From an optimization exercise on the open Yosys and OpenROAD flow, aimed at small area; shortcuts taken in it are not production practice.
Only simulation tests tie the RTL to the original design; equivalence was not proved.
No activity file was given, so power comes from the tool's default toggle rates. The clock port is modelled as an ideal driver; clocking choices that lean on that would not hold on a real chip.

### flow/flow/run.sh
#!/bin/bash
# Standard ORFS layout with three changes: ports buffered with buf_1 instead of the
# default delay buffer, a clock tree built from smaller clock buffers without dummy loads,
# and the settings in config.mk. Each tool's output goes to its own log file here.
set -euo pipefail
bash standard.sh \
  "BUFFER_PORTS_ARGS=-buffer_cell sky130_fd_sc_hd__buf_1" \
  "CTS_ARGS=-sink_clustering_enable -repair_clock_nets -dont_use_dummy_load -buf_list {sky130_fd_sc_hd__clkbuf_8} -sink_clustering_size 16 -sink_clustering_max_diameter 50" \
  finish > make_finish.log 2>&1
### flow/standard.sh
#!/bin/bash
# synth_recipe.tcl (not shown) runs the flow's synth.tcl, then flattens the netlist and writes it again
# the make line also repeats each setting of config.mk as NAME=value (left out here)
make -C /OpenROAD-flow-scripts/flow DESIGN_CONFIG=/design/flow/config.mk WORK_HOME=/design/flow/orfs CLKGATE_MAP_FILE= SYNTH_SCRIPT=/design/flow/synth_recipe.tcl "${@:-finish}"
### flow/config.mk
export PLATFORM = sky130hd
export DESIGN_NAME = tych_tx_buf
export DESIGN_NICKNAME = tych_tx_buf
export VERILOG_FILES = /design/flow/design.v
export SDC_FILE = /design/flow/constraint.sdc
export NUM_CORES = 4
export LEC_CHECK = 0
export CAP_MARGIN = 0
export CORE_MARGIN = 2
export CORE_UTILIZATION = 50
export SLEW_MARGIN = 0
### flow/constraint.sdc
create_clock -name core_clock -period 6.0 [get_ports {clk}]
set_input_delay 1.2000 -clock core_clock [delete_from_list [all_inputs] [get_ports {clk}]]
set_output_delay 1.2000 -clock core_clock [all_outputs]
set_load 0.01 [all_outputs]
### flow/design.v
package tych_pkg;
  typedef struct packed {
    logic [511:0] data;
    logic         sop;
    logic         eop;
    logic         valid;
    logic         error;
    logic         skip_crc;
  } mac_avltx_t;
endpackage
module tych_tx_buf (
  input  logic                     clk,
  input  logic                     rst,
  input  tych_pkg::mac_avltx_t     in_tx,
  output logic                     in_ready,
  output tych_pkg::mac_avltx_t     out_tx,
  output logic [2:0]               level,
  input  logic                     out_ready,
  output logic [31:0]              pkt_count,
  output logic [15:0]              frame_err_count
);
  localparam int W = 516;    
  logic [W-1:0] mem_q [4];
  logic [W-1:0] wr_entry;
  logic [W-1:0] head;
  logic [3:0]   wsel_q;      
  logic [3:0]   wnot_q;      
  logic [3:0]   we, keep;    
  logic [3:0]   rsel_q;      
  logic [3:0]   hsel;        
  logic [2:0]   level_q, level_d;
  logic [31:0]  pkt_cnt_q;
  logic [15:0]  err_cnt_q;
  logic         in_pkt_q;
  logic         nonempty;
  logic         push_hs, orphan, sop_in_pkt, store, pop;
  assign in_ready   = rst && !level_q[2];
  assign push_hs    = in_tx.valid && in_ready;
  assign orphan     = push_hs && !in_pkt_q && !in_tx.sop;
  assign sop_in_pkt = push_hs && in_pkt_q && in_tx.sop;
  assign store      = push_hs && (in_pkt_q || in_tx.sop);
  assign nonempty   = (level_q != 3'd0);
  assign pop        = nonempty && out_ready;
  assign hsel       = rsel_q & {4{nonempty}};
  assign we         = wsel_q & {4{store}};
  assign keep       = wnot_q | {4{!store}};
  assign wr_entry = {in_tx.data, in_tx.sop, in_tx.eop,
                     in_tx.error || sop_in_pkt, in_tx.skip_crc};
  always_comb begin
    head = '0;
    for (int i = 0; i < 4; i++) head = head | (mem_q[i] & {W{hsel[i]}});
  end
  always_comb begin
    case ({store, pop})
      2'b10:   level_d = level_q + 3'd1;
      2'b01:   level_d = level_q - 3'd1;
      default: level_d = level_q;
    endcase
  end
  always_ff @(posedge clk or negedge rst) begin
    if (!rst) begin
      wsel_q    <= 4'b0001;
      wnot_q    <= 4'b1110;
      rsel_q    <= 4'b0001;
      level_q   <= '0;
      pkt_cnt_q <= '0;
      err_cnt_q <= '0;
      in_pkt_q  <= 1'b0;
    end else begin
      if (store) wsel_q <= {wsel_q[2:0], wsel_q[3]};
      if (store) wnot_q <= {wnot_q[2:0], wnot_q[3]};
      if (pop)   rsel_q <= {rsel_q[2:0], rsel_q[3]};
      level_q <= level_d;
      if (store) in_pkt_q <= !in_tx.eop;
      if (pop && head[2] && (pkt_cnt_q != '1)) pkt_cnt_q <= pkt_cnt_q + 32'd1;
      if ((orphan || sop_in_pkt) && (err_cnt_q != '1)) err_cnt_q <= err_cnt_q + 16'd1;
    end
  end
  always_ff @(posedge clk) begin
    for (int i = 0; i < 4; i++) begin
      mem_q[i] <= (wr_entry & {W{we[i]}}) | (mem_q[i] & {W{keep[i]}});
    end
  end
  assign out_tx = {head[515:4], head[3:2], nonempty, head[1:0]};
  assign level           = level_q;
  assign pkt_count       = pkt_cnt_q;
  assign frame_err_count = err_cnt_q;
endmodule
==> results.txt, run 1 <==
Synthesis:
- The synthesized design contains 0 enable-type register cells.
- The commonest cells after synthesis are dfxtp_1, a22o_1, a22oi_1, nand2_1, buf_2.
- The share of the synthesized area in the top cell type is 54.5%.
- The synthesized netlist contains 50 unique library cells.
- The synthesized netlist occupies a cell area of 75800 um^2.
- After synthesis, the mean cell area works out to 11.4 um^2.
- The async set-or-reset flop fraction in the synthesized netlist is 3.01%.
- The biggest area contributor in the post-synthesis netlist is dfxtp_1.
- Counting flops and latches in the post-synthesis netlist gives 2128.
- The warning count from the yosys run is 2.
- The top flip-flop cell by instance count after synthesis is dfxtp_1.
- The synthesized netlist cell count is 6664.
- In the post-synthesis netlist, the biggest area contributors are dfxtp_1, a22o_1, a22oi_1, nand2_1, buf_2.
- The sequential element share of the synthesized area is 56.6%.
- The total nets after synthesis is 7188.
- The most common cell in the synthesized netlist is dfxtp_1.

Drt:
- For this block, the routed nets add up to 269 mm of wire.
- The number of DRC markers in iteration 0 is 5757.
- The detail route stage leaves a number of antenna-violating nets equal to 0.
- The first-pass iteration count of the detailed router is 6.
- The number of DRC violations after detailed routing is 0.
- In the final routed layout, each cell accounts on average for 28.4 um.
- The routed via count is 61700.
- The via count normalized by instance count is 6.52.

Final layout:
- The net count of the finished layout is 7897.
- In the final layout, the multi-input gates occupy 29300 um^2.
- The fill cell total of the finished layout is 13400.
- In the final layout, flip-flops and latches occupy 42900 um^2.
- The signed area change from the synthesized netlist to the final layout is 9.85%.
- The ratio of cells with drive above 1 in the final layout is 4.54%.

Worst setup path:
- The startpoint identified for the worst register-to-register timing path is level_q[2].
- The endpoint identified for the worst register-to-register timing path is mem_q[3][313].
- The endpoint kind of the worst setup timing path is an output port.
- Traced cell by cell, the critical path runs through nor3_1 > and2b_4 > buf_12 > a22oi_1 > nand2_1 > buf_1.
- By startpoint and endpoint, the worst setup path is classified as register to output port.
- The number of buffers and inverters on the critical path is 2.
- For the worst flop-to-flop path, the logic depth is 5.
- Across all register-to-register paths, the minimum setup slack is 2.97 ns.
- The highest fanout seen on the critical path is 121.
- The largest single stage delay on the critical path is 0.80 ns.
- In this design, the largest share of critical-path delay is due to simple AND/OR/NAND/NOR gates.
- The library cell contributing the largest single delay on the critical path is nor3_1.
- The required time reported for the critical path endpoint is 4.80 ns.
- STA classifies the critical path startpoint as a register.
- The data arrival time of the critical path is 4.01 ns.

Clock network:
- The clock tree buffer depth is 3.
- The number of CTS-inserted buffers is 186.
- In this run the post-CTS setup repair buffer count came out at 0.
- The sink count of the clock tree is 2128.
- The clock-pin transition on the worst setup and hold timing paths is 0.08 ns.
- CTS built an H-tree with a depth of 4.
- The number of buffers inserted for hold repair after clock tree synthesis is 0.
- The cell sitting at the root of the clock tree is a clkbuf_8.
- The clock reaches the later pin of the worst-skew pair after 0.94 ns.
- The post-cts resize count is 0.
- The CTS tree is built.

Placed design:
- Before CTS, the worst setup slack after placement is 1.76 ns.
- Routability-driven placement finished with a final weighted congestion of 0.886.
- During placement, the flow inserted port buffers numbering 1088.
- The half-perimeter wire length after placement is 166 mm.

STA:
- The time the final worst path needs with I/O delays and setup is 5.21 ns.
- Clock skew on the completed layout was measured at 0.0718 ns.
- The final clock period utilization by the worst path is 86.8%.
- Setup repair after global routing left no endpoint under its margin.
- The total count of hold-check failures in the final report was 0.
- Across all setup checks in the final design, the least slack found is 0.793 ns.
- The remaining max-slew budget at the tightest pin is 24.8%.
- Adding up every negative setup slack in the final design gives 0 ns.
- The fmax is 0.192 GHz.
- At the pin with the least slew margin, the transition time is 1.13 ns.
- The number of endpoints failing setup at the final stage is 0.
- The number of max-slew violations in the final report is 0.

GRT:
- The layer flagged by global routing as most heavily used is met2.
- The overall fraction of global-route tracks in use is 32.9%.
- After global routing the overflow that remains totals 0.
- Global routing consumed, on the met1 layer, 43.9% of the routing resources.
- Global routing consumed, on the met2 layer, 47.9% of the routing resources.
- The largest net degree at the start of global routing is 137.
- The initial antenna violation count is 141.
- The first-pass GRT wire length is 399 mm.
- The number of global-route vias before repair is 58600.
- The met3 usage is 9.40%.

Floorplan:
- The width of the die is 393 um.
- 1089 I/O pins were placed.
- The effective utilization at floorplan is 50.5%.
- The die covers 155000 um^2.
- The core outline area is 150000 um^2.
- The number of placement rows is 142.
- The height of the die is 393 um.

Pwr:
- For this design the ratio of total power to cell area is 276 nW/um^2.
- The clock share of power is 32.0%.
- The analysis attributes to net switching a power of 5.81 mW.
- The worst supply voltage drop on vdd is 0.190 mV.
- Net switching is 25.3% of the power.
- Combinational logic is responsible for 6.2% of the overall power.
- The internal power of the cells is 17.1 mW.
- The register share of total power is 61.8%.
- The cell leakage power is 32.5 nW.
- The design draws 22.9 mW.

Min path:
- The destination of the worst hold path is mem_q[2][1].
- The worst hold-check path type is register to register.
- The depth of the worst hold-timing path is 2.
- The worst min-delay path startpoint is mem_q[2][1].

Run status:
- The run finished with no timing, DRC or antenna violations.

Flow run:
- Across the run, the number of max-cap violations was 0.
==> cell type report <==
type	count	share of cell area, %
inverter	8	0.0361
antenna	80	0.241
tap	2016	3.03
sequential	2128	51.6
multi-input combinational	3838	35.2
timing repair buffer	1211	6.89
clock buffer	186	3.08
==> power groups by stage <==
| stage | logic, mW | registers [mW] | clock network [mW] |
|---|---|---|---|
| floorplan | 0.706 | 14.5 | 0 |
| detailed placement | 1.40 | 14.5 | 0 |
| CTS | 1.40 | 14.2 | 7.47 |
| finish | 1.42 | 14.2 | 7.33 |
| global placement | 1.39 | 14.5 | 0 |
| global route | 1.49 | 14.2 | 7.98 |
==> worst min-delay path, delay by kind of cell (launching register included) <==
| kind | cells | cell delay, ns |
|---|---|---|
| flops | 1 | 0.33 |
| compound gates | 1 | 0.05 |
| simple gates | 1 | 0.04 |
==> metrics by stage <==
stage	hold WS, ns	utilization (%)	cells	instance area [um^2]
detailed placement	0.444	53.6	9201	80500
finish	0.460	55.4	9467	83200
floorplan	0.425	-	6664	75800
global placement	0.439	53.6	9201	80500
CTS	0.425	55.3	9387	83000
global route	0.482	55.4	9450	83200
==> cells by family (layout without fill, tap and decap cells) <==
kind of cell / count (synthesis) / after routing / synth area share [%]
buffers and inverters: 698 / 1405 / 4.81
muxes: 3 / 3 / 0.0429
xor gates and xnor gates: 44 / 44 / 0.509
AOI/OAI and AO/OA: 3119 / 3119 / 34.3
adders and majority gates: 4 / 4 / 0.0760
other: 0 / 80 / 0
DFF: 2128 / 2128 / 56.6
and+or+nand+nor: 668 / 668 / 3.59
==> worst max path at each step <==
stage,startpoint,endpoint,depth (start not counted)
6_report,level_q[0],out_tx[338],6
3_5_place_dp,level_q[2],out_tx[72],7
4_1_cts,level_q[0],out_tx[72],7
2_1_floorplan,level_q[2],out_tx[412],7
3_3_place_gp,level_q[2],out_tx[72],7
5_1_grt,level_q[0],out_tx[338],6
==> flip-flops by register name (all words and copies together) (netlist names) <==
name and cells:
in_pkt_q 1, mem_q 2064, rsel_q 4, wsel_q 4, wnot_q 4, err_cnt_q 16, level_q 3, pkt_cnt_q 32
==> cells in the final DEF, fill, tap and decap left out, types with 6 or more instances in the layout <==
| cell type | netlist | layout |
|---|---|---|
| nand2_1 | 572 | 572 |
| diode_2 | 0 | 80 |
| a22o_1 | 2062 | 2062 |
| nor2_1 | 23 | 23 |
| buf_1 | 25 | 1087 |
| buf_4 | 16 | 65 |
| dfrtp_1 | 59 | 59 |
| clkbuf_8 | 0 | 186 |
| and4_1 | 10 | 10 |
| inv_1 | 7 | 7 |
| and3_1 | 6 | 6 |
| nand4_1 | 14 | 14 |
| a22oi_1 | 1030 | 1030 |
| xor2_1 | 16 | 16 |
| xnor2_1 | 28 | 28 |
| dfxtp_1 | 2064 | 2064 |
| nand3_1 | 15 | 15 |
| buf_12 | 0 | 58 |
==> routing by layer <==
metal | part of all wire (%) | up-vias
met5 | 0.20 | -
met4 | 5.4 | 94
met3 | 9.4 | 604
met2 | 44 | 2758
met1 | 41 | 31000
li1 | - | 27300
==> run 2, diff against run 1 <==
--- a/flow/flow/run.sh
+++ b/flow/flow/run.sh
@@ -7,3 +7,3 @@
   "BUFFER_PORTS_ARGS=-buffer_cell sky130_fd_sc_hd__buf_1" \
-  "CTS_ARGS=-sink_clustering_enable -repair_clock_nets -dont_use_dummy_load -buf_list {sky130_fd_sc_hd__clkbuf_8} -sink_clustering_size 16 -sink_clustering_max_diameter 50" \
+  "CTS_ARGS=-sink_clustering_enable -repair_clock_nets -dont_use_dummy_load -buf_list {sky130_fd_sc_hd__clkbuf_4 sky130_fd_sc_hd__clkbuf_8}" \
   finish > make_finish.log 2>&1
--- a/flow/config.mk
+++ b/flow/config.mk
@@ -7,5 +7,5 @@
 export LEC_CHECK = 0
-export CAP_MARGIN = 0
+export CAP_MARGIN = 20
 export CORE_MARGIN = 2
-export CORE_UTILIZATION = 50
-export SLEW_MARGIN = 0
+export CORE_UTILIZATION = 40
+export SLEW_MARGIN = 20
==> run 2 against run 1 <==
Die area up 25%. Clock skew up 0.029 ns. Highest routed layer unchanged. Non-clock buffer count up 5. Critical endpoint is now out_tx[122]. Flip-flop and latch count unchanged. Sequential share of layout area down 1.7 points. Utilization down 9.7 points. Largest cell class unchanged. Clock power up 43%. Still clean.
==> results.txt, run 2 <==
Run status:
- The flow ran to the end and the layout has no timing, DRC or antenna violations.

STA:
- The remaining max-slew budget at the tightest pin is 19.5%.
- The final clock period utilization by the worst path is 89.4%.
- At the pin with the least slew margin, the transition time is 1.21 ns.
- For this run, the top clock speed supported by timing is 0.186 GHz.
- Setup repair after global routing left no endpoint under its margin.
- In the final timing run, aggregate negative setup slack is 0 ns.
- The total count of hold-check failures in the final report is 0.
- Setup violations remaining at the end of the flow were counted as 0.
- The number of max-slew violations in the final report was 0.
- The time the final worst path needs with I/O delays and setup is 5.36 ns.
- On the final layout, the worst clock skew is 0.101 ns.

Floorplan:
- Pin placement for this block handled 1089 I/O pins.
- The full die area is 193000 um^2.
- The initial utilization of the core area, before any placement, comes to 40.3%.
- After floorplanning, the core was divided into 159 placement rows.
- From bottom edge to top edge, the die measures 439 um.
- The width of the die is 439 um.
- The total area inside the core boundary comes to 188000 um^2.

Synthesis:
- The main combinational cell family by area after synthesis is compound AO/OA/AOI/OAI gates.
- The share of the synthesized netlist area taken by xor and xnor gates is 0.509%.
- The simple-gate share of the synthesized area is 3.59%.
- Of the post-synthesis cell area, the dominant cell type holds 54.5%.
- Synthesis handed over a netlist of 6664 instances.
- The number of register bits inferred by synthesis is 2128.
- The cell type contributing the most total cell area after synthesis is dfxtp_1.
- Counting flops with a built-in enable in the synthesized netlist gives 0.
- The adder and majority gate portion of the synthesized area is 0.0760%.
- The leading cell type by number of instances after synthesis is dfxtp_1.
- Sorting the synthesized cells by how often they occur yields dfxtp_1, a22o_1, a22oi_1, nand2_1, buf_2.
- The number of library cell types mapped by synthesis is 50.
- Sorting the synthesized cells by area gives the leading types as dfxtp_1, a22o_1, a22oi_1, nand2_1, buf_2.
- For this run, the register share of the synthesized area comes to 56.6%.
- The mean post-synth cell area is 11.4 um^2.
- The async set-or-reset flop fraction in the synthesized netlist is 3.01%.
- Multiplexer cells account for 0.0429% of the synthesized area.
- The synthesized netlist devotes 34.3% of its cell area to compound gates.
- Counting every net in the synthesized netlist gives 7188.
- Among all flip-flop cells after synthesis, the most frequent one is dfxtp_1.
- The warning count from the yosys run is 2.
- The cell area after synthesis is 75800 um^2.

Final layout:
- In the layout the commonest cells are dfxtp_1, a22o_1, buf_1.
- The signed area change from the synthesized netlist to the final layout is 13.5%.
- The final layout contains 8077 nets.
- The post-layout instance count excluding filler cells is 10100.
- The number of flip-flops under the largest register name is 2064.
- The ratio of cells with drive above 1 in the final layout is 6.82%.
- The top register by number of flip-flops is mem_q.
- The library cell used most frequently in the layout, excluding fill and tap cells, is dfxtp_1.
- The largest registers in the layout are mem_q: 2064 flops, pkt_cnt_q: 32 flops, err_cnt_q: 16 flops.

Pwr:
- The worst supply voltage drop on vdd is 0.180 mV.
- The cell leakage power is 33.8 nW.
- Power spread over the standard cell area amounts to 304 nW/um^2.

GRT:
- The overall fraction of global-route tracks in use is 26.2%.
- The largest net degree at the start of global routing is 148.
- The first global-routing pass estimated 397 mm of wire.
- The total overflow left after global routing is 0.
- The number of global-route vias before repair is 61000.
- The initial antenna violation count is 94.

Worst setup path:
- The path type of the worst setup path is register to output port.
- The library cell contributing the largest single delay on the critical path is nor3_1.
- The worst setup path is launched from a register.
- The launching element of the worst setup path is level_q[2].
- The number of logic stages on the critical path including buffering is 6.
- The highest fanout seen on the critical path is 94.
- The worst-case register-to-register setup slack is 2.63 ns.
- Counting both buffers and inverters, the worst setup path holds a total of 2.
- The dominant delay contributor by cell family on the critical path is simple AND/OR/NAND/NOR gates.
- STA puts the critical path data arrival time at 4.16 ns.
- The critical path goes through nor3_1 > and2b_4 > buf_12 > a22oi_1 > nand2_1 > buf_1.
- The worst register-to-register path ends at mem_q[1][304].
- For the worst flop-to-flop path, the logic depth is 5.
- The most critical setup path has its endpoint at out_tx[122].
- The endpoint kind of the worst setup timing path is an output port.
- The largest single stage delay on the critical path is 0.91 ns.
- The startpoint identified for the worst register-to-register timing path is level_q[2].
- For the worst setup path, the data required time is 4.80 ns.

Clock network:
- The clock root buffer is clkbuf_8.
- The post-cts resize count is 0.
- In this run the number of H-tree levels came out at 5.
- After clock tree synthesis, the clock-pin slew on the worst setup and hold paths is 0.06 ns.
- For the worst-skew pair, the clock arrives at the later sink with an insertion delay of 1.08 ns.
- The CTS tree is built.
- The sink count of the clock tree is 2128.
- Clock tree synthesis inserted a total of 361 buffers.
- Counting along the longest clock path gives a buffer depth of 4.
- The number of buffers inserted by post-CTS setup repair is 0.
- Hold repair after CTS inserted 0 buffers.

Drt:
- The routed via count is 63000.
- Summed over all layers, the routed wires come to 268 mm.
- The mean routed wirelength per cell is 26.5 um.
- The pre-antenna-repair detailed-routing pass consisted of 6 iterations.
- After detailed routing, the number of vias per cell comes to 6.23.
- The number of DRC violations after detailed routing is 0.
- The number of DRC markers in iteration 0 is 5309.
- The count of nets left with antenna violations once routing finished came out at 0.

Placed design:
- The placed cell count is 9685.
- Routability-driven placement finished with a final weighted congestion of 0.950.
- The number of buffers inserted by port buffering is 1088.
- The half-perimeter wire length after placement is 161 mm.

Min path:
- The path class of the tightest hold or removal check is input port to asynchronous set/reset pin.

Flow run:
- Max-cap violations in this run came to 0.
## run 2: cell counts after synthesis
No cell type changed its count.
## run 2: cells by family (layout without fill, tap and decap cells)
| group | count (synthesis) | in the layout |
|---|---|---|
| AO/OA/AOI/OAI | 3119 | 3119 |
| flip-flops | 2128 | 2128 |
| buffers and inverters | 698 | 1585 |
| AND/OR/NAND/NOR | 668 | 668 |
| XOR/XNOR | 44 | 44 |
| adder cells (fa/ha/maj) | 4 | 4 |
| multiplexers | 3 | 3 |
| other | 0 | 70 |
## run 2: worst min-delay path by stage
stage / from / end / slack, ns / depth (start not counted)
global route: rst / err_cnt_q[12] / 0.36 / 2
global placement: mem_q[0][1] / mem_q[0][1] / 0.44 / 2
floorplan: mem_q[2][1] / mem_q[2][1] / 0.43 / 2
detailed placement: mem_q[0][1] / mem_q[0][1] / 0.45 / 2
finish: rst / err_cnt_q[12] / 0.36 / 2
CTS: rst / err_cnt_q[3] / 0.32 / 2
## run 2: per-stage QoR
| step | hold slack [ns] | power, mW | area, um^2 | worst slack [ns] | util [%] |
|---|---|---|---|---|---|
| floorplan | 0.425 | 15.2 | 75800 | 2.97 | - |
| global placement | 0.441 | 15.9 | 80900 | 1.91 | 43.0 |
| detailed placement | 0.445 | 15.9 | 80900 | 1.85 | 43.0 |
| CTS | 0.316 | 26.3 | 85900 | 0.640 | 45.7 |
| global route | 0.356 | 27.0 | 86000 | 0.495 | 45.8 |
| finish | 0.358 | 26.2 | 86000 | 0.636 | 45.8 |
## run 2: layout make-up
type	instances	area, um^2
inverter	8	30.0
timing repair buffer	1216	5550
tap	2495	3120
fill	17700	102000
multi-input combinational	3838	29300
clock buffer	361	4970
sequential	2128	42900
antenna	70	175
## run 2: report_power, final
group          total (mW)  switching (mW)  internal [mW]
Sequential           14.2          0.0402           14.2
Clock                10.5            5.25           5.29
Combinational        1.40            1.21          0.191
## run 2: layer usage
layer  global-route usage (%)  vias up  share of wire [%]
li1                         -    27600                  -
met1                     34.4    31700                 41
met2                     39.4     3010                 45
met3                     6.68      655                9.0
met4                     13.9       62                4.9
met5                        0        -               0.18
==> run 3, diff against run 2 <==
--- a/flow/config.mk
+++ b/flow/config.mk
@@ -9,3 +9,3 @@
 export CORE_MARGIN = 2
-export CORE_UTILIZATION = 40
+export CORE_UTILIZATION = 60
 export SLEW_MARGIN = 20
==> run 3 against run 2 <==
Still clean. Via count grew 0.31%. Cell count down 8.5%. Die area decreased by 33%. Largest cell class unchanged. Largest power group unchanged.
==> results.txt, run 3 <==
Run status:
- The flow ran to the end and the layout has no timing, DRC or antenna violations.

Pwr:
- IR analysis of the VDD net gives a maximum drop of 0.239 mV.
- Internal power comes to 19.5 mW.
- Of the total power, the share spent switching nets is 24.5%.
- Combinational cells account for 5.3% of the total power.
- The power density relative to cell area is 304 nW/um^2.
- The switching power total is 6.31 mW.
- The cell leakage power is 33.6 nW.
- The share of total power dissipated in the clock network is 39.6%.
- The register share of total power is 55.1%.

Final layout:
- The number of flip-flops under the largest register name is 2064.
- The signed area change from the synthesized netlist to the final layout is 12.1%.
- The post-route netlist has 6.36% of its cells at a drive strength greater than 1.
- The fill cell total of the finished layout is 10100.
- mem_q holds more flip-flops than any other register.
- Leaving out fill and tap cells, the most frequent cell in the layout is dfxtp_1.
- The number of nets in the layout is 8040.
- Leaving out fill and tap cells, the most frequent cells in the layout are dfxtp_1, a22o_1, buf_1.
- The largest registers in the layout are mem_q: 2064 flops, pkt_cnt_q: 32 flops, err_cnt_q: 16 flops.
- The register area is 42900 um^2.
- The multi-input combinational cells in the finished layout cover a total of 29300 um^2.

Floorplan:
- The height of the die is 359 um.
- The core outline area is 125000 um^2.
- Measured along the x axis, the die boundary spans 359 um.
- The effective utilization at floorplan is 60.4%.
- The I/O pin count is 1089.
- The floorplan step defined a die boundary enclosing 129000 um^2.
- The number of placement rows is 130.

Synthesis:
- The biggest area contributor in the post-synthesis netlist is dfxtp_1.
- The number of register bits inferred by synthesis is 2128.
- Sorting the synthesized cells by area gives the leading types as dfxtp_1, a22o_1, a22oi_1, nand2_1, buf_2.
- The share of the synthesized area in the top cell type is 54.5%.
- Counting flops with a built-in enable in the synthesized netlist gives 0.
- In the synthesized netlist, the cells that appear most often are dfxtp_1, a22o_1, a22oi_1, nand2_1, buf_2.
- The number of library cell types mapped by synthesis is 50.
- The warning count from the yosys run is 2.
- The mean post-synth cell area is 11.4 um^2.
- The sequential element share of the synthesized area is 56.6%.
- Of all flip-flops after synthesis, the portion carrying an async set or reset was 3.01%.
- By instance count, the leading cell after synthesis is dfxtp_1.
- After technology mapping, the gate count stands at 6664.
- The cell area after synthesis is 75800 um^2.
- For this run, the leading register cell type out of synthesis is dfxtp_1.
- The total nets after synthesis is 7188.

STA:
- The number of max-slew violations in the final report was 0.
- In the final timing run, aggregate negative setup slack is 0 ns.
- Dividing the final minimum period by the clock period gives 84.8%.
- The number of endpoints failing setup at the final stage is 0.
- The remaining max-slew budget at the tightest pin is 26.3%.
- Setup repair after global routing left no endpoint under its margin.
- The fmax is 0.197 GHz.
- The time the final worst path needs with I/O delays and setup is 5.09 ns.
- The final setup skew is 0.0501 ns.
- The actual slew at the worst max-slew pin is 1.11 ns.
- The total count of hold-check failures in the final report was 0.
- Final hold analysis gives a worst-case slack of 0.434 ns.

Drt:
- The number of DRC markers in iteration 0 is 7055.
- The count of antenna-violating nets left after detailed routing is 0.
- The first-pass iteration count of the detailed router is 6.
- The final layout contains routed wiring with a total length of 263 mm.
- The final route contains 63200 vias.
- The mean routed wirelength per cell is 28.4 um.
- For this run, design rule violations remaining after detail routing come to 0.
- The via count normalized by instance count is 6.83.

Clock network:
- The clock root buffer is clkbuf_8.
- The clock tree buffer depth is 4.
- The number of gates resized after CTS was 0.
- The number of CTS-inserted buffers is 347.
- The number of setup buffers added after CTS is 0.
- The clock network latency to the later pin of the worst-skew pair is 1.02 ns.
- The number of hold buffers added after CTS was 0.
- For this design, the sink count on the clock tree is 2128.
- The CTS H-tree depth is 5.
- TritonCTS built the clock tree.
- Clock-pin slew was measured on the worst setup and hold paths at 0.06 ns.

Flow run:
- The tool flagged a number of max-cap violations equal to 0.

Worst setup path:
- The endpoint kind of the worst setup timing path is an output port.
- At the worst endpoint, the required time is 4.80 ns.
- For the worst setup path, the data arrival time is 3.89 ns.
- The highest fanout seen on the critical path is 28.
- The path type of the worst setup path is register to output port.
- The worst setup path is launched from a register.

GRT:
- The number of global-route vias before repair was 60200.
- The total overflow left after global routing is 0.
- The largest net degree at the start of global routing is 161.
- The first global-routing pass estimated 391 mm of wire.
- Across every metal layer, demand over resource in global routing totals 38.7%.
- The initial antenna violation count came to 138.

Placed design:
- The half-perimeter wire length after placement is 161 mm.
- Routability-driven placement finished with a final weighted congestion of 0.894.
- The number of buffers inserted by port buffering is 1088.

Min path:
- The worst hold-check path type is input port to asynchronous set/reset pin.
run 3: cell count changes in the layout (fill, tap and decap cells not counted):
cell and change:
diode_2 +18, buf_12 +20, clkbuf_8 -14, a2111oi_4 +1
a2111oi_2 -1, buf_4 -43
run 3: layout make-up:
class	count	share of cell area [%]
Sequential cell	2128	50.6
Timing Repair Buffer	1193	6.62
Antenna cell	88	0.259
Multi-Input combinational cell	3838	34.5
Clock buffer	347	5.62
Tap cell	1650	2.43
Inverter	8	0.0354
run 3: worst paths after layout:
path	startpoint	end	slack (ns)	cells after the start
worst min register to register	mem_q[3][1]	mem_q[3][1]	0.46	2
min in group core_clock	mem_q[3][1]	mem_q[3][1]	0.46	2
worst min-delay path	rst	err_cnt_q[4]	0.43	2
worst max register to register	level_q[2]	mem_q[0][17]	2.94	5
max in group asynchronous	rst	wnot_q[0]	4.96	2
worst max-delay path	level_q[2]	out_tx[185]	0.91	7
run 3: power by group through the flow:
stage,clock [mW],sequential (mW),combinational (mW)
detailed placement,0,14.5,1.34
floorplan,0,14.5,0.706
global placement,0,14.5,1.33
global route,10.9,14.2,1.44
CTS,10.3,14.2,1.34
finish,10.2,14.2,1.37
run 3: kinds of logic (layout without fill, tap and decap cells):
| kind of cell | count (synthesis) | after routing | share of synthesized area [%] |
|---|---|---|---|
| xor gates and xnor gates | 44 | 44 | 0.509 |
| adders and majority gates | 4 | 4 | 0.0760 |
| other | 0 | 88 | 0 |
| AOI/OAI and AO/OA | 3119 | 3119 | 34.3 |
| muxes | 3 | 3 | 0.0429 |
| buffers and inverters | 698 | 1548 | 4.81 |
| and+or+nand+nor | 668 | 668 | 3.59 |
| DFF | 2128 | 2128 | 56.6 |
run 3: stage by stage:
stage	area (um^2)	utilization, %	power [mW]	instances	worst slack, ns
global route	84900	67.7	26.5	9241	0.788
finish	84900	67.7	25.8	9252	0.914
detailed placement	79900	63.7	15.9	8817	1.97
global placement	79900	63.7	15.8	8817	2.06
floorplan	75800	-	15.2	6664	2.97
CTS	84700	67.5	25.9	9164	0.890
run 3: worst max-delay path, cell delays in order, from the launching register on:
cell	delay (ns)
dfrtp_1	0.45
nor3_1	0.84
nor2b_4	0.32
buf_4	0.34
buf_4	0.30
a22oi_1	0.24
nand2_1	0.19
buf_1	0.19
run 3: metal layers:
| metal | track usage [%] | wire length, um | vias up |
|---|---|---|---|
| li1 | - | - | 27600 |
| met1 | 48.9 | 102000 | 31500 |
| met2 | 56.2 | 116000 | 3295 |
| met3 | 12.7 | 27700 | 748 |
| met4 | 26.6 | 17100 | 84 |
| met5 | 0 | 532 | - |
==> run 4, diff against run 3 <==
--- a/flow/flow/run.sh
+++ b/flow/flow/run.sh
@@ -7,3 +7,3 @@
   "BUFFER_PORTS_ARGS=-buffer_cell sky130_fd_sc_hd__buf_1" \
-  "CTS_ARGS=-sink_clustering_enable -repair_clock_nets -dont_use_dummy_load -buf_list {sky130_fd_sc_hd__clkbuf_4 sky130_fd_sc_hd__clkbuf_8}" \
+  "CTS_ARGS=-sink_clustering_enable -repair_clock_nets -dont_use_dummy_load -buf_list {sky130_fd_sc_hd__clkbuf_16} -sink_clustering_size 28 -sink_clustering_max_diameter 60" \
   finish > make_finish.log 2>&1
--- a/flow/config.mk
+++ b/flow/config.mk
@@ -9,3 +9,3 @@
 export CORE_MARGIN = 2
-export CORE_UTILIZATION = 60
+export CORE_UTILIZATION = 50
 export SLEW_MARGIN = 20
==> run 4 against run 3 <==
Synthesized area did not move. Global-route usage fell by 5.9 points. Utilization fell by 12 points. Worst hold slack gained 0.022 ns. Register-to-register slack improved by 0.10 ns. Cell count increased by 1.9%. Clock-buffer cell count down 203. Via count down 2.3%. Die area up 20%. Critical path depth down 1. Routed wire length is 2.0% higher. Critical endpoint is now out_tx[252]. Largest power group unchanged.
==> results.txt, run 4 <==
Worst setup path:
- The worst setup path is of the register to output port kind.
- The dominant delay contributor by cell family on the critical path is simple AND/OR/NAND/NOR gates.
- In this run the register-to-register setup slack is 3.04 ns.
- For the worst setup path, the data arrival time is 3.92 ns.
- The signal on the critical path passes through nor3_1 > and2b_4 > buf_12 > a22oi_1 > nand2_1 > buf_1.
- Data on the critical path is required at its endpoint by 4.80 ns.
- The type of origin of the critical path is a register.
- The startpoint identified for the worst register-to-register timing path is level_q[2].
- The library cell contributing the largest single delay on the critical path is nor3_1.
- The worst register-to-register path ends at mem_q[0][313].
- The highest fanout seen on the critical path is 121.
- The launching element of the worst setup path is level_q[2].
- The endpoint kind of the worst setup timing path is an output port.
- The critical path contains buffers and inverters numbering 2 combined.
- For this run, the slowest stage of the critical path takes 0.85 ns.
- For the worst flop-to-flop path, the logic depth is 5.

STA:
- The worst-case setup margin in the final layout is 0.881 ns.
- On the final layout, the worst clock skew is 0.0536 ns.
- The actual slew at the worst max-slew pin is 1.01 ns.
- In the final timing run, aggregate negative setup slack is 0 ns.
- The remaining max-slew budget at the tightest pin is 31.9%.
- Setup violations remaining at the end of the flow were counted as 0.
- The minimum hold slack is 0.456 ns.
- The time the final worst path needs with I/O delays and setup is 5.12 ns.
- The number of max-slew violations in the final report is 0.
- The fmax is 0.195 GHz.
- The final critical path takes up 85.3% of the cycle.
- The total count of hold-check failures in the final report came to 0.
- Setup repair after global routing left no endpoint under its margin.

Pwr:
- The final total power is 24.6 mW.
- The cell leakage power is 33.0 nW.
- The worst supply voltage drop on vdd is 0.270 mV.
- The power density relative to cell area is 291 nW/um^2.

Floorplan:
- The height of the die is 393 um.
- The floorplan step defined a die boundary enclosing 155000 um^2.
- In this run the core area contains 142 standard-cell rows.
- The effective utilization at floorplan is 50.5%.
- The core outline area is 150000 um^2.
- The I/O pin count is 1089.
- In this run the horizontal extent of the chip is 393 um.

Final layout:
- The most common cell after layout, fill and taps aside is dfxtp_1.
- The layout has 13300 filler cells.
- The total area of multi-input combinational cells is 29300 um^2.
- Registers take 42900 um^2.
- For this run, the post-layout net count is 7856.
- The ratio of cells with drive above 1 in the final layout is 4.01%.
- Compared with the post-synthesis result, the final layout area differs by 11.3%.
- The number of flip-flops under the largest register name is 2064.
- The top cell types in the final layout, fill and taps aside, are dfxtp_1, a22o_1, buf_1.
- The top register by number of flip-flops is mem_q.
- The largest registers in the layout are mem_q: 2064 flops, pkt_cnt_q: 32 flops, err_cnt_q: 16 flops.
- The finished layout holds 9426 standard cells, fillers aside.

Clock network:
- The number of buffers inserted for hold repair after clock tree synthesis is 0.
- TritonCTS built the clock tree.
- Clock-pin slew was measured on the worst setup and hold paths at 0.06 ns.
- The clock root buffer is clkbuf_16.
- Post-CTS timing repair inserted 0 buffers for setup.
- Once the clock tree was built, the resizer swapped 0 gates to a different size.
- The clock passes through at most 3 buffers.
- Clock tree synthesis found a total of 2128 sinks.
- The CTS H-tree depth is 4.
- The clock network latency to the later pin of the worst-skew pair is 0.80 ns.
- Counting the buffers created by CTS gives 144.

Min path:
- The depth of the worst hold-timing path is 2.
- The worst hold-check path type is register to register.
- In this run the most critical hold path is launched from mem_q[2][1].
- The worst hold path terminates at mem_q[2][1].

GRT:
- Summed over all layers, the global routing overflow is 0.
- The initial antenna violation count is 138.
- The first-pass GRT wire length is 398 mm.
- Entering global routing, the biggest net connects 137 pins.
- The number of global-route vias before repair came to 58400.
- Global routing used 32.9% of the available tracks across all layers.

Synthesis:
- The number of synthesized flops with an enable pin is 0.
- The top flip-flop cell by instance count after synthesis is dfxtp_1.
- After synthesis, the largest area contributor takes up 54.5% of total cell area.
- The cell count after synthesis came out at 6664.
- Yosys instantiated no cell more often than dfxtp_1.
- By area the synthesized netlist is led by dfxtp_1, a22o_1, a22oi_1, nand2_1, buf_2.
- For this run, asynchronously set or reset flops after synthesis account for 3.01%.
- The number of register bits inferred by synthesis is 2128.
- The total nets after synthesis is 7188.
- Sequential elements use 56.6% of the synthesized area.
- In this run, distinct cell masters in the synthesized netlist total 50.
- The warning count from the yosys run is 2.
- The mean post-synth cell area is 11.4 um^2.
- The biggest area contributor in the post-synthesis netlist is dfxtp_1.
- The cell area after synthesis is 75800 um^2.
- After synthesis, the most frequently instantiated cells are dfxtp_1, a22o_1, a22oi_1, nand2_1, buf_2.

Flow run:
- The number of max-cap violations is 0.

Drt:
- The wire length after detailed routing is 268 mm.
- The mean routed wirelength per cell is 28.4 um.
- The number of DRC violations after detailed routing is 0.
- In this run, the number of DRC markers left after iteration 0 of detailed routing was 5577.
- The routed via count is 61700.
- The first-pass iteration count of the detailed router is 6.
- The via count normalized by instance count is 6.55.
- In this run the remaining antenna-violating nets after routing total 0.

Run status:
- The flow ran to the end and the layout has no timing, DRC or antenna violations.

Placed design:
- The placed cell count is 9201.
- Routability-driven placement finished with a final weighted congestion of 0.886.
- Before CTS, the worst setup slack after placement is 1.76 ns.
- Buffers placed on the I/O ports in this run total 1088.
- The half-perimeter wire length after placement is 166 mm.
## run 4: cell types whose count changed in the layout (fill, tap and decap cells not counted)
cell       change
diode_2        -8
clkbuf_8     -347
clkbuf_16    +144
buf_4         +20
buf_16         +1
buf_12         -2
a2111oi_4      -1
a2111oi_2      +1
## run 4: power by group
group	internal (mW)	switching (mW)	leakage, nW
sequential	14.1	0.0388	17.5
combinational	0.224	1.20	13.7
clock	4.25	4.70	1.78
## run 4: final cells by class
type | count | area share, %
well taps | 2016 | 2.99
inverters | 8 | 0.0356
repair buffers | 1212 | 6.83
diodes | 80 | 0.237
multi-input cells | 3838 | 34.7
flip-flops and latches | 2128 | 50.9
clock buffers | 144 | 4.27
## run 4: worst max path at each step
stage	to	slack (ns)	cells after the start
2_1_floorplan	out_tx[412]	2.97	7
3_3_place_gp	out_tx[72]	1.84	7
3_5_place_dp	out_tx[72]	1.76	7
4_1_cts	out_tx[72]	0.95	7
5_1_grt	out_tx[72]	0.80	7
6_report	out_tx[252]	0.88	6
## run 4: cell families (layout without fill, tap and decap cells)
kind of cell	after synthesis	in the layout	share of synthesized area (%)
buffers and inverters	698	1364	4.81
muxes	3	3	0.0429
adders and majority gates	4	4	0.0760
xor gates and xnor gates	44	44	0.509
DFF	2128	2128	56.6
other	0	80	0
AOI/OAI and AO/OA	3119	3119	34.3
and+or+nand+nor	668	668	3.59
## run 4: metal layers
metal	vias to the layer above	part of all wire (%)	track usage, %
met5	-	0.22	0
li1	27200	-	-
met4	92	4.9	18.2
met1	31200	41	43.9
met3	532	9.4	9.17
met2	2670	44	47.9
## run 4: worst register-to-register path, cell delays in order, from the launching register on
cell and delay (ns):
dfrtp_1 0.44, and3b_1 0.38, o21a_4 0.38, and2_4 0.85, buf_4 0.62, a22o_1 0.23
## run 4: stage by stage
stage	instance area, um^2	util, %
global placement	80500	53.6
CTS	84100	56.0
detailed placement	80500	53.6
floorplan	75800	-
global route	84300	56.1
finish	84300	56.2
==> run 5, diff against run 4 <==
--- a/flow/flow/run.sh
+++ b/flow/flow/run.sh
@@ -7,3 +7,3 @@
   "BUFFER_PORTS_ARGS=-buffer_cell sky130_fd_sc_hd__buf_1" \
-  "CTS_ARGS=-sink_clustering_enable -repair_clock_nets -dont_use_dummy_load -buf_list {sky130_fd_sc_hd__clkbuf_16} -sink_clustering_size 28 -sink_clustering_max_diameter 60" \
+  "CTS_ARGS=-sink_clustering_enable -repair_clock_nets -dont_use_dummy_load -buf_list {sky130_fd_sc_hd__clkbuf_16} -sink_clustering_size 24 -sink_clustering_max_diameter 90" \
   finish > make_finish.log 2>&1
--- a/flow/config.mk
+++ b/flow/config.mk
@@ -7,5 +7,5 @@
 export LEC_CHECK = 0
-export CAP_MARGIN = 20
+export CAP_MARGIN = 0
 export CORE_MARGIN = 2
 export CORE_UTILIZATION = 50
-export SLEW_MARGIN = 20
+export SLEW_MARGIN = 0
==> run 5 against run 4 <==
Worst hold slack better by 0.0097 ns. Synthesized cell count stayed put. Cell area is 1.3% lower. Routed wire length is 0.25% lower. First-iteration DRC count is 1.4% lower. Sequential power hardly changed. Sequential share of layout area is 0.70 points higher. Worst setup slack worse by 0.015 ns. Largest cell class unchanged. Largest power group unchanged.
==> results.txt, run 5 <==
Floorplan:
- The width of the die is 393 um.
- Once the floorplan was initialized, standard cells occupied 50.5% of the core.
- The floorplan has 142 rows.
- The die covers 155000 um^2.
- The I/O pin count is 1089.
- The height of the die is 393 um.
- The core outline area is 150000 um^2.

Placed design:
- OpenSTA, run right after detailed placement, puts the worst setup slack at 1.76 ns.
- In this run the tool buffered the top-level ports with 1088 buffer cells.
- Summed over all nets, the half-perimeter wirelength after detailed placement is 166 mm.
- Routability-driven placement finished with a final weighted congestion of 0.886.

Final layout:
- From synthesis to final layout, the design area changed by 9.76%.
- Fill cells in the final layout number 13400.
- The register area is 42900 um^2.
- The total area of multi-input combinational cells is 29300 um^2.
- After the last flow step, the layout net total stands at 7812.
- The largest registers in the layout are mem_q: 2064 flops, pkt_cnt_q: 32 flops, err_cnt_q: 16 flops.
- The number of flip-flops under the largest register name is 2064.
- Cells fill 55.4% of the core in the end.
- The library cell used most frequently in the layout, excluding fill and tap cells, is dfxtp_1.
- The post-route netlist has 3.43% of its cells at a drive strength greater than 1.
- Leaving out fill and tap cells, the most frequent cells in the layout are dfxtp_1, a22o_1, buf_1.
- The top register by number of flip-flops is mem_q.

Worst setup path:
- Of all nets on the critical path, the largest fanout is 121.
- The worst register-to-register path begins at level_q[2].
- In this run the worst setup path begins at level_q[2].
- At the worst endpoint, the required time is 4.80 ns.
- The endpoint kind of the worst setup timing path is an output port.
- The path type of the worst setup path is register to output port.
- The type of origin of the critical path is a register.
- The data arrival time of the critical path is 3.93 ns.

Clock network:
- The post-cts resize count is 0.
- The sink count of the clock tree is 2128.
- TritonCTS built the clock tree.
- The clock network latency to the later pin of the worst-skew pair is 0.75 ns.
- In this run the deepest clock path goes through 3 buffers.
- Once the clock tree was built, the setup fixing pass inserted 0 buffers.
- After clock tree synthesis, the clock-pin slew on the worst setup and hold paths is 0.10 ns.
- In this run, post-CTS hold repair placed 0 buffers.
- Buffers inserted during clock tree synthesis total 101.
- The clock tree synthesis step divided the H-tree into 3 levels.
- The clock root buffer is clkbuf_16.

Synthesis:
- Among all cell types in the netlist, the one instantiated most often is dfxtp_1.
- During synthesis, Yosys emitted a total of 2 warnings.
- The top cell type by area accounts for 54.5% of the synthesized area.
- Sorting the synthesized cells by area gives the leading types as dfxtp_1, a22o_1, a22oi_1, nand2_1, buf_2.
- The cell area after synthesis is 75800 um^2.
- The async set-or-reset flop fraction in the synthesized netlist is 3.01%.
- The number of library cell types mapped by synthesis is 50.
- Synthesis inferred 2128 register bits.
- The commonest cells after synthesis are dfxtp_1, a22o_1, a22oi_1, nand2_1, buf_2.
- A synthesized cell averages 11.4 um^2.
- Sequential cells were found to cover 56.6% of the synthesized design area.
- The number of synthesized flops with an enable pin is 0.
- The top flip-flop cell by instance count after synthesis is dfxtp_1.
- The synthesized design spends more area on one cell type than any other, namely dfxtp_1.
- After technology mapping, the gate count stands at 6664.
- The total nets after synthesis is 7188.

STA:
- The time the final worst path needs with I/O delays and setup is 5.13 ns.
- Across the routed clock network, the largest skew measured is 0.0383 ns.
- The total count of hold-check failures in the final report is 0.
- The number of max-slew violations in the final report is 0.
- For the pin with the worst max-slew slack, the measured transition is 1.12 ns.
- Setup violations remaining at the end of the flow were counted as 0.
- The fmax is 0.195 GHz.
- Setup repair after global routing left no endpoint under its margin.
- The worst-case setup margin in the final layout is 0.866 ns.
- Adding up every negative setup slack in the final design gives 0 ns.
- The final clock period utilization by the worst path is 85.6%.
- The worst pin sits at a relative slew slack of 25.0%.

GRT:
- For met1 alone, demand over resource in global routing was 44.0%.
- The number of global-route vias before repair came to 57800.
- In this run the most used layer during global routing was met2.
- Across every metal layer, demand over resource in global routing totals 32.7%.
- The first-pass GRT wire length is 397 mm.
- The overall overflow remaining after global route is 0.
- For this run, global-route usage on met3 was measured as 8.84%.
- The met2 layer usage reported by global route is 48.2%.
- The largest net degree at the start of global routing is 137.
- The initial antenna violation count is 132.

Pwr:
- In this run switching power makes up 24.7% of total power.
- IR analysis of the VDD net gives a maximum drop of 0.216 mV.
- The clock share of power is 32.3%.
- The combinational group share of total power is 6.1%.
- In this run the static leakage power is 32.4 nW.
- Of the total power, registers draw 61.5%.
- The power density relative to cell area is 277 nW/um^2.
- The internal portion of the total power is 17.4 mW.
- For this design the total switching power over the nets is 5.68 mW.

Drt:
- In the final routed layout, each cell accounts on average for 28.5 um.
- For this run, design rule violations remaining after detail routing come to 0.
- The routed via count is 61300.
- The count of antenna-violating nets left after detailed routing is 0.
- The via count normalized by instance count is 6.54.
- The number of DRC markers in iteration 0 is 5497.
- The first-pass iteration count of the detailed router is 7.
- The final layout contains routed wiring with a total length of 267 mm.

Min path:
- The worst hold-check path type is register to register.
- The worst min-delay path startpoint is mem_q[2][1].

Run status:
- The flow ran to the end and the layout has no timing, DRC or antenna violations.

Flow run:
- The number of max-cap violations is 0.
==> run 5: cell type report <==
type                       instances  share of cell area [%]
sequential                      2128                    51.6
multi-input combinational       3838                    35.2
timing repair buffer            1211                    6.89
clock buffer                     101                    3.04
tap                             2016                    3.03
antenna                           67                   0.202
inverter                           8                  0.0361
==> run 5: cells by family (layout without fill, tap and decap cells) <==
family | Yosys count | count (layout) | share of synthesized area [%]
xor gates and xnor gates | 44 | 44 | 0.509
AOI/OAI and AO/OA | 3119 | 3119 | 34.3
and+or+nand+nor | 668 | 668 | 3.59
adders and majority gates | 4 | 4 | 0.0760
buffers and inverters | 698 | 1320 | 4.81
other | 0 | 67 | 0
DFF | 2128 | 2128 | 56.6
muxes | 3 | 3 | 0.0429
==> run 5: stage by stage <==
stage	hold WS [ns]	std cells	power [mW]	instance area (um^2)
after global routing	0.479	9356	23.8	83100
after CTS	0.466	9302	23.2	83000
final	0.465	9369	23.1	83200
after floorplan	0.425	6664	15.2	75800
after detailed placement	0.444	9201	15.9	80500
after global placement	0.439	9201	15.9	80500
==> run 5: power by group through the flow <==
stage	logic [mW]	clock network, mW	registers (mW)
after floorplan	0.706	0	14.5
after global placement	1.39	0	14.5
after detailed placement	1.40	0	14.5
after CTS	1.40	7.58	14.2
after global routing	1.49	8.07	14.2
final	1.41	7.46	14.2
==> run 5: critical path: stages, from the launching register on <==
cell and delay, ns:
dfrtp_1 0.46, nor3_1 0.82, and2b_4 0.49, buf_12 0.31, a22oi_1 0.54, nand2_1 0.10
buf_1 0.15
==> run 5: per-layer routing <==
metal,up-vias,wire length (um)
met3,509,24200
met4,96,13200
li1,27100,-
met1,31000,111000
met5,-,600
met2,2624,118000
==> run 5: final timing paths <==
path                                 end  slack, ns  cells after the start
min reg2reg                  mem_q[2][1]       0.47                      2
max reg2reg                mem_q[3][325]       2.99                      5
min in group asynchronous   pkt_cnt_q[8]       0.68                      2
max                          out_tx[338]       0.87                      6
max in group asynchronous      wnot_q[0]       4.74                      2
min                          mem_q[2][1]       0.47                      2
==> run 6, diff against run 5 <==
==> flow/flow/run.sh (replaced) <==
#!/bin/bash
# Standard ORFS layout with four changes: ports buffered with buf_1 instead of the
# default delay buffer, a clock tree built from smaller clock buffers without dummy loads,
# the read multiplexer's gates re-covered with smaller cells before floorplanning
# (flow/remap.tcl), and the settings in config.mk. Each tool's output goes to its own log file here.
set -euo pipefail
bash standard.sh \
  "PRE_FLOORPLAN_TCL=$PWD/flow/remap.tcl" \
  "BUFFER_PORTS_ARGS=-buffer_cell sky130_fd_sc_hd__buf_1" \
  "CTS_ARGS=-sink_clustering_enable -repair_clock_nets -dont_use_dummy_load -buf_list {sky130_fd_sc_hd__clkbuf_16} -sink_clustering_size 27 -sink_clustering_max_diameter 90" \
  finish > make_finish.log 2>&1
==> flow/flow/remap.tcl (new file) <==
# Re-cover each OR of four AND pairs, which synthesis maps as
#   nand2(a22oi(p, q), a22oi(r, s)),
# as nand2(a222oi(p, q, r), nand2(s)): the same function in less cell area.
set block [ord::get_db_block]
set db [ord::get_db]
set m_a222oi [$db findMaster sky130_fd_sc_hd__a222oi_1]
set m_nand2 [$db findMaster sky130_fd_sc_hd__nand2_1]

proc out_net_single_load {inst pin} {
  set it [$inst findITerm $pin]
  set net [$it getNet]
  if {$net eq "NULL"} { return "" }
  if {[llength [$net getBTerms]] != 0} { return "" }
  if {[llength [$net getITerms]] != 2} { return "" }
  return $net
}

proc driver_inst {net} {
  foreach it [$net getITerms] {
    if {[$it isOutputSignal]} { return [$it getInst] }
  }
  return ""
}

set n 0
set cands {}
foreach inst [$block getInsts] {
  if {[[$inst getMaster] getName] ne "sky130_fd_sc_hd__nand2_1"} { continue }
  set na [[$inst findITerm A] getNet]
  set nb [[$inst findITerm B] getNet]
  if {$na eq "NULL" || $nb eq "NULL" || $na eq $nb} { continue }
  set da [driver_inst $na]
  set dbi [driver_inst $nb]
  if {$da eq "" || $dbi eq ""} { continue }
  if {[[$da getMaster] getName] ne "sky130_fd_sc_hd__a22oi_1"} { continue }
  if {[[$dbi getMaster] getName] ne "sky130_fd_sc_hd__a22oi_1"} { continue }
  if {[out_net_single_load $da Y] eq "" || [out_net_single_load $dbi Y] eq ""} { continue }
  lappend cands [list $inst $da $dbi]
}

foreach c $cands {
  lassign $c top g1 g2
  set y1 [[$g1 findITerm Y] getNet]
  set y2 [[$g2 findITerm Y] getNet]
  set p1 [[$g1 findITerm A1] getNet]
  set p2 [[$g1 findITerm A2] getNet]
  set q1 [[$g1 findITerm B1] getNet]
  set q2 [[$g1 findITerm B2] getNet]
  set r1 [[$g2 findITerm A1] getNet]
  set r2 [[$g2 findITerm A2] getNet]
  set s1 [[$g2 findITerm B1] getNet]
  set s2 [[$g2 findITerm B2] getNet]
  set n1 [$g1 getName]
  set n2 [$g2 getName]
  odb::dbInst_destroy $g1
  odb::dbInst_destroy $g2
  set a [odb::dbInst_create $block $m_a222oi "${n1}_rm"]
  [$a findITerm A1] connect $p1
  [$a findITerm A2] connect $p2
  [$a findITerm B1] connect $q1
  [$a findITerm B2] connect $q2
  [$a findITerm C1] connect $r1
  [$a findITerm C2] connect $r2
  [$a findITerm Y] connect $y1
  set b [odb::dbInst_create $block $m_nand2 "${n2}_rm"]
  [$b findITerm A] connect $s1
  [$b findITerm B] connect $s2
  [$b findITerm Y] connect $y2
  incr n
}
puts "remap: re-covered $n four-pair OR gates"
==> run 6 against run 5 <==
Via count is 0.20% higher. Total power fell by 1.7%. First-iteration DRC count increased by 32%. Critical path depth unchanged. Global-route usage shrank 0.34 points. Utilization decreased by 0.45 points.
==> results.txt, run 6 <==
Synthesis:
- The chip area line of the yosys report is 75800 um^2.
- By area, the combinational part of the netlist is dominated by compound AO/OA/AOI/OAI gates.
- In the post-synthesis netlist, the biggest area contributors are dfxtp_1, a22o_1, a22oi_1, nand2_1, buf_2.
- The number of synthesized flops with an enable pin is 0.
- The share of synthesized area in the top cell type comes to 54.5%.
- The most used flip-flop cell after synthesis is dfxtp_1.
- The proportion of synthesized area in mux cells is 0.0429%.
- Summing the areas of all fa, ha and maj instances in the mapped netlist gives 0.0760% of the synthesized area.
- The leading cell type by number of instances after synthesis is dfxtp_1.
- The simple-gate share of the synthesized area is 3.59%.
- The total nets after synthesis is 7188.
- Summing the areas of all xor and xnor instances in the mapped netlist gives 0.509% of the synthesized area.
- Counting every instance in the synthesized netlist gives 6664.
- In the synthesized netlist the async set-or-reset flop fraction comes to 3.01%.
- The synthesized design contains 2128 register bits.
- The compound-cell area share of the yosys netlist is 34.3%.
- The cell type contributing the most total cell area after synthesis is dfxtp_1.
- During synthesis, Yosys emitted a total of 2 warnings.
- The sequential element share of the synthesized area is 56.6%.
- The commonest cells after synthesis are dfxtp_1, a22o_1, a22oi_1, nand2_1, buf_2.
- The netlist uses 50 different library cells.

Pwr:
- The final total power is 22.7 mW.
- The power density relative to cell area is 276 nW/um^2.
- The cell leakage power is 32.3 nW.
- The worst supply voltage drop on vdd is 0.228 mV.

Flow run:
- Max-cap violations in this run came to 0.

Drt:
- The number of DRC markers in iteration 0 is 7264.
- The highest metal layer with signal wires is met5.
- In the final routed layout, each cell accounts on average for 28.2 um.
- The sum of routed wire segments on met1 is 108 mm.
- The routed length on met2 is 117 mm.
- Dividing the detail-routed via count by the number of cells gives 6.57.
- The final layout contains routed wiring with a total length of 264 mm.
- The count of antenna-violating nets left after detailed routing is 0.
- The first-pass iteration count of the detailed router is 8.
- Detailed routing placed a total of 24.5 mm of wire on met3.
- The number of DRC violations after detailed routing is 0.
- Across all layers, the routed design uses 61400 vias.

STA:
- The final setup skew is 0.0768 ns.
- For the final routed database, the setup TNS stands at 0 ns.
- For the pin with the worst max-slew slack, the measured transition is 1.16 ns.
- The total count of hold-check failures in the final report was 0.
- Timing would allow up to 0.195 GHz.
- The number of max-slew violations in the final report is 0.
- After layout, the worst path uses 85.5% of the clock period.
- The remaining max-slew budget at the tightest pin is 22.4%.
- The time the final worst path needs with I/O delays and setup is 5.13 ns.
- Setup repair after global routing left no endpoint under its margin.
- Setup violations remaining at the end of the flow were counted as 0.

Clock network:
- The CTS tree is built.
- The number of buffers inserted by post-CTS setup repair is 0.
- The clock network latency to the later pin of the worst-skew pair is 0.75 ns.
- The H-tree generated during clock tree synthesis spans 3 levels.
- The clock-pin transition on the worst setup and hold timing paths is 0.10 ns.
- The number of clock buffers added by TritonCTS is 90.
- Buffers inserted to repair hold after CTS numbered 0.
- The clock tree buffer depth is 3.
- The root buffer cell chosen for the clock tree is clkbuf_16.
- The post-cts resize count is 0.
- The sink count of the clock tree is 2128.

Floorplan:
- The number of placement rows is 142.
- The effective utilization at floorplan is 50.2%.
- The core outline area is 150000 um^2.
- The floorplan step defined a die boundary enclosing 153000 um^2.
- The height of the die is 392 um.
- The I/O pin count is 1089.
- From left edge to right edge, the die measures 392 um.

Worst setup path:
- The highest fanout seen on the critical path is 46.
- The worst setup path is launched from a register.
- The worst setup path is of the register to output port kind.
- For the worst setup path, the data arrival time is 3.93 ns.
- The endpoint kind of the worst setup timing path is an output port.
- The required time reported for the critical path endpoint is 4.80 ns.

GRT:
- The overall overflow remaining after global route is 0.
- The first-pass GRT wire length is 387 mm.
- Across every metal layer, demand over resource in global routing totals 32.3%.
- The largest net degree at the start of global routing is 166.
- The number of global-route vias before repair is 57300.
- The initial antenna violation count came to 127.

Final layout:
- The register with the most flip-flops in the layout has 2064 of them.
- The top register by number of flip-flops is mem_q.
- After filler insertion, the fill cell instance count of the layout stands at 13300.
- Leaving out fill and tap cells, the most frequent cell in the layout is dfxtp_1.
- The library cells used most frequently in the layout, excluding fill and tap cells, are dfxtp_1, a22o_1, nand2_1, buf_1, a222oi_1.
- The largest registers in the layout are mem_q: 2064 flops, pkt_cnt_q: 32 flops, err_cnt_q: 16 flops.
- The number of nets in the layout is 7786.
- In the final layout, the share of cells above drive strength 1 is 3.09%.

Placed design:
- The number of buffers inserted by port buffering is 1088.
- The congestion estimate from routability-driven global placement came to 0.830.
- Summed over all nets, the half-perimeter wirelength after detailed placement is 159 mm.

Min path:
- The worst hold path belongs to the class register to register.

Run status:
- The flow ran to the end and the layout has no timing, DRC or antenna violations.
run 6: cell counts after synthesis:
Identical to the previous run, type by type.
run 6: logic make-up after synthesis:
group           after synthesis
compound gates             3119
flops                      2128
fa+ha+maj                     4
xor+xnor                     44
mux                           3
buf+inv                     698
simple gates                668
run 6: area by class of cell:
cell class	count	area [um^2]	share of cell area, %
Inverter	8	30.0	0.0365
Antenna cell	82	205	0.250
Sequential cell	2128	42900	52.2
Clock buffer	90	2250	2.74
Timing Repair Buffer	1196	5650	6.87
Multi-Input combinational cell	3838	28600	34.8
Tap cell	2016	2520	3.07
run 6: critical path: stages (launching register included):
cell and delay [ns]:
dfrtp_1 0.46, nor3_1 0.94, and2b_4 0.53, buf_4 0.40, a222oi_1 0.39, nand2_1 0.23, buf_1 0.18
run 6: per-layer routing:
| metal | global-route usage [%] | up-vias |
|---|---|---|
| li1 | - | 27100 |
| met1 | 43.2 | 31100 |
| met2 | 47.8 | 2690 |
| met3 | 8.30 | 536 |
| met4 | 17.6 | 82 |
| met5 | 0 | - |
run 6: power breakdown:
group | internal [mW] | total, mW | switching, mW
sequential | 14.1 | 14.2 | 0.0406
combinational | 0.215 | 1.42 | 1.21
clock | 2.70 | 7.05 | 4.35
run 6: worst paths after layout:
check / cells after the start / startpoint / to / slack [ns]
max in group asynchronous: 2 / rst / wnot_q[0] / 4.71
setup / recovery: 6 / level_q[2] / out_tx[372] / 0.87
setup reg to reg: 5 / level_q[2] / mem_q[1][212] / 2.82
hold / removal: 2 / wnot_q[0] / wnot_q[1] / 0.46
min in group asynchronous: 2 / rst / pkt_cnt_q[9] / 0.67
hold reg to reg: 2 / wnot_q[0] / wnot_q[1] / 0.46
run 6: stage by stage:
| step | hold slack (ns) | worst slack (ns) | utilization, % | cells | instance area (um^2) |
|---|---|---|---|---|---|
| final | 0.455 | 0.870 | 55.0 | 9358 | 82200 |
| after global routing | 0.489 | 0.664 | 54.9 | 9338 | 82200 |
| after CTS | 0.457 | 0.838 | 54.8 | 9276 | 82000 |
| after detailed placement | 0.452 | 1.64 | 53.3 | 9186 | 79700 |
| after global placement | 0.444 | 1.73 | 53.3 | 9186 | 79700 |
| after floorplan | 0.424 | 2.80 | - | 6664 | 75100 |
==> run 7, diff against run 6 <==
--- a/flow/flow/run.sh
+++ b/flow/flow/run.sh
@@ -9,3 +9,3 @@
   "BUFFER_PORTS_ARGS=-buffer_cell sky130_fd_sc_hd__buf_1" \
-  "CTS_ARGS=-sink_clustering_enable -repair_clock_nets -dont_use_dummy_load -buf_list {sky130_fd_sc_hd__clkbuf_16} -sink_clustering_size 27 -sink_clustering_max_diameter 90" \
+  "CTS_ARGS=-sink_clustering_enable -repair_clock_nets -dont_use_dummy_load -buf_list {sky130_fd_sc_hd__clkbuf_16} -sink_clustering_size 31 -sink_clustering_max_diameter 100" \
   finish > make_finish.log 2>&1
==> run 7 against run 6 <==
Maximum frequency increased by 0.93%. Die area is the same. Sequential power barely moved. Cell count about the same. Flip-flop and latch count unchanged. Clock skew shrank 0.052 ns. Largest power group unchanged. Global-route usage about the same.
==> results.txt, run 7 <==
Drt:
- After the first detailed-routing iteration, the DRC count stood at 7245.
- For this block, the routed nets add up to 264 mm of wire.
- The first-pass iteration count of the detailed router is 10.
- The mean routed wirelength per cell is 28.2 um.
- For this run, design rule violations remaining after detail routing come to 0.
- The via count normalized by instance count is 6.56.
- The count of antenna-violating nets left after detailed routing is 0.
- The detailed router placed 61400 vias in this run.

STA:
- The number of max-slew violations in the final report is 0.
- Timing would allow up to 0.197 GHz.
- For the pin with the worst max-slew slack, the measured transition is 1.17 ns.
- The number of endpoints failing setup at the final stage is 0.
- The total count of hold-check failures in the final report is 0.
- The final clock period utilization by the worst path is 84.7%.
- Once routing completed, OpenROAD measured the worst setup slack at 0.917 ns.
- For the finished layout, the period the worst path requires is 5.08 ns.
- The remaining max-slew budget at the tightest pin is 21.9%.
- The final setup skew is 0.0245 ns.
- Setup repair after global routing left no endpoint under its margin.
- Setup total negative slack on the finished layout was measured at 0 ns.

Synthesis:
- By area the synthesized netlist is led by dfxtp_1, a22o_1, a22oi_1, nand2_1, buf_2.
- The leading cell type by number of instances after synthesis is dfxtp_1.
- During synthesis, Yosys emitted a total of 2 warnings.
- The async set-or-reset flop fraction in the synthesized netlist is 3.01%.
- For this run, the register share of the synthesized area comes to 56.6%.
- The number of register bits inferred by synthesis is 2128.
- The synthesized netlist cell count is 6664.
- dfxtp_1 takes more of the synthesized area than any other cell.
- The share of the synthesized area in the top cell type is 54.5%.
- The commonest cells after synthesis are dfxtp_1, a22o_1, a22oi_1, nand2_1, buf_2.
- The top flip-flop cell by instance count after synthesis is dfxtp_1.
- The number of synthesized flops with an enable pin is 0.
- The number of different library cells used by synthesis comes to 50.
- For this run, the chip area from Yosys synthesis comes to 75800 um^2.
- Synthesis produced a netlist with a net count of 7188.

Floorplan:
- The number of placement rows is 142.
- The region available for standard cell placement spans 150000 um^2.
- The full die area is 153000 um^2.
- The height of the die is 392 um.
- The effective utilization at floorplan is 50.2%.
- In this run the count of I/O pins placed on the die edge is 1089.
- The width of the die is 392 um.

Placed design:
- The number of buffers inserted by port buffering is 1088.
- The pre-CTS worst setup slack is 1.64 ns.
- The half-perimeter wire length after placement is 159 mm.
- At the end of routability-driven placement, the weighted congestion stood at 0.830.

GRT:
- The overall overflow remaining after global route is 0.
- The first-pass GRT wire length is 386 mm.
- The largest net degree at the start of global routing is 166.
- The initial antenna violation count is 128.
- The overall fraction of global-route tracks in use is 32.3%.
- The number of global-route vias before repair was 57100.

Worst setup path:
- The critical path is of the register to output port type.
- The required time reported for the critical path endpoint is 4.80 ns.
- STA classifies the critical path startpoint as a register.
- The data arrival time of the critical path is 3.88 ns.
- STA classifies the critical path endpoint as an output port.
- Of all nets on the critical path, the largest fanout is 46.

Clock network:
- The clock network latency to the later pin of the worst-skew pair is 0.72 ns.
- TritonCTS built the clock tree.
- The number of buffers inserted by post-CTS setup repair is 0.
- The number of CTS-inserted buffers is 78.
- The H-tree was split into 3 levels.
- The clock root buffer is clkbuf_16.
- The clock tree buffer depth is 3.
- The clock-pin transition on the worst setup and hold timing paths is 0.12 ns.
- The clock drives 2128 sinks.
- After clock tree synthesis, the repair step resized 0 gates.
- In this run, post-CTS hold repair placed 0 buffers.

Final layout:
- The most common cell after layout, fill and taps aside is dfxtp_1.
- After filler insertion, the fill cell instance count of the layout stands at 13300.
- The register area is 42900 um^2.
- Leaving out fill and tap cells, the most frequent cells in the layout are dfxtp_1, a22o_1, nand2_1, buf_1, a222oi_1.
- Counting flops per register, the top entry is mem_q.
- The largest registers in the layout are mem_q: 2064 flops, pkt_cnt_q: 32 flops, err_cnt_q: 16 flops.
- The ratio of cells with drive above 1 in the final layout is 2.92%.
- The number of nets in the layout is 7774.
- Summing all multi-input logic gate instances after layout gives 28600 um^2.
- The number of flip-flops under the largest register name is 2064.

Run status:
- The run finished with no timing, DRC or antenna violations.

Flow run:
- The number of max-cap violations is 0.

Pwr:
- VDD sags by at most 0.195 mV.
- In this run the static leakage power is 32.2 nW.
- The power density relative to cell area is 272 nW/um^2.

Min path:
- The worst hold-check path type is register to register.
-- run 7: final timing paths --
path,start,cells past startpoint,slack (ns),to
worst max-delay path,level_q[2],6,0.92,out_tx[372]
worst min-delay path,wnot_q[1],2,0.47,wnot_q[2]
worst max register to register,level_q[2],5,2.86,mem_q[1][279]
worst min register to register,wnot_q[1],2,0.47,wnot_q[2]
max in group asynchronous,rst,2,4.74,err_cnt_q[0]
min in group asynchronous,rst,2,0.70,level_q[0]
-- run 7: layout make-up --
cell class                      count  area share, %
Antenna cell                       87          0.266
Clock buffer                       78           2.38
Inverter                            8         0.0367
Multi-Input combinational cell   3838           34.9
Sequential cell                  2128           52.4
Tap cell                         2016           3.08
Timing Repair Buffer             1196           6.89
-- run 7: worst max-delay path, cell delays in order (launching register included) --
cell and delay, ns:
dfrtp_1 0.46, nor3_1 0.94, and2b_4 0.53, buf_4 0.40, a222oi_1 0.38, nand2_1 0.23
buf_1 0.18
-- run 7: cells by family after synthesis --
| logic type | share of synthesized area, % |
|---|---|
| AOI/OAI and AO/OA | 34.3 |
| DFF | 56.6 |
| buffers and inverters | 4.81 |
| and+or+nand+nor | 3.59 |
| xor gates and xnor gates | 0.509 |
| adders and majority gates | 0.0760 |
| muxes | 0.0429 |
-- run 7: where the power goes --
part | leakage, nW | internal (mW) | switching [mW]
registers | 17.5 | 14.2 | 0.0402
clock network | 0.962 | 2.37 | 4.31
logic | 13.7 | 0.215 | 1.21
total | 32.2 | 16.7 | 5.55
-- run 7: stage by stage --
step	hold WS [ns]	total power [mW]	utilization (%)	cells	cell area, um^2
after global routing	0.490	23.0	54.7	9327	81900
final	0.474	22.3	54.8	9351	81900
after floorplan	0.424	15.2	-	6664	75100
after detailed placement	0.452	15.9	53.3	9186	79700
after global placement	0.444	15.9	53.3	9186	79700
after CTS	0.468	22.4	54.6	9264	81700
-- run 7: routing by layer --
layer	global-route usage [%]	vias up	part of all wire, %
met2	47.7	2747	44
met1	43.2	31000	40
met3	8.45	519	9.7
met5	0	-	0.21
li1	-	27000	-
met4	17.4	84	5.3

-- static timing again, ports no longer ideal --
Ports are ideal in the flow. The routed layouts listed here were re-timed in OpenROAD.
Step 1, drivers: a clkbuf_16 drives clk and a buf_2 each remaining input, both assumed.
Step 2 times the ports against the registers' clock, not the clock port: input delays grow and output delays shrink by t, the midpoint of the rising clock arrivals with the driver on.
a / b / c = ideal / step 1 / step 2; a / b = the first two.
run | t (ns) | setup slack, ns | slew at the worst register clock pin (ns) | worst data-port slew with drivers (ns) | pins driven straight from the clock port
run 1 | 0.969 | 0.793 / 0.706 / 1.674 | 0.11 / 0.11 | 0.27 | 1
run 2 | 1.119 | 0.636 / 0.554 / 1.673 | 0.07 / 0.07 | 0.21 | 1
run 3 | 1.074 | 0.914 / 0.831 / 1.905 | 0.07 / 0.07 | 0.22 | 1
run 4 | 0.841 | 0.881 / 0.793 / 1.633 | 0.10 / 0.10 | 0.23 | 1
run 5 | 0.808 | 0.866 / 0.777 / 1.586 | 0.10 / 0.10 | 0.24 | 1
run 6 | 0.799 | 0.870 / 0.781 / 1.580 | 0.11 / 0.11 | 0.21 | 1
run 7 | 0.800 | 0.917 / 0.830 / 1.630 | 0.12 / 0.12 | 0.23 | 1
After both steps every run listed still meets setup and hold.
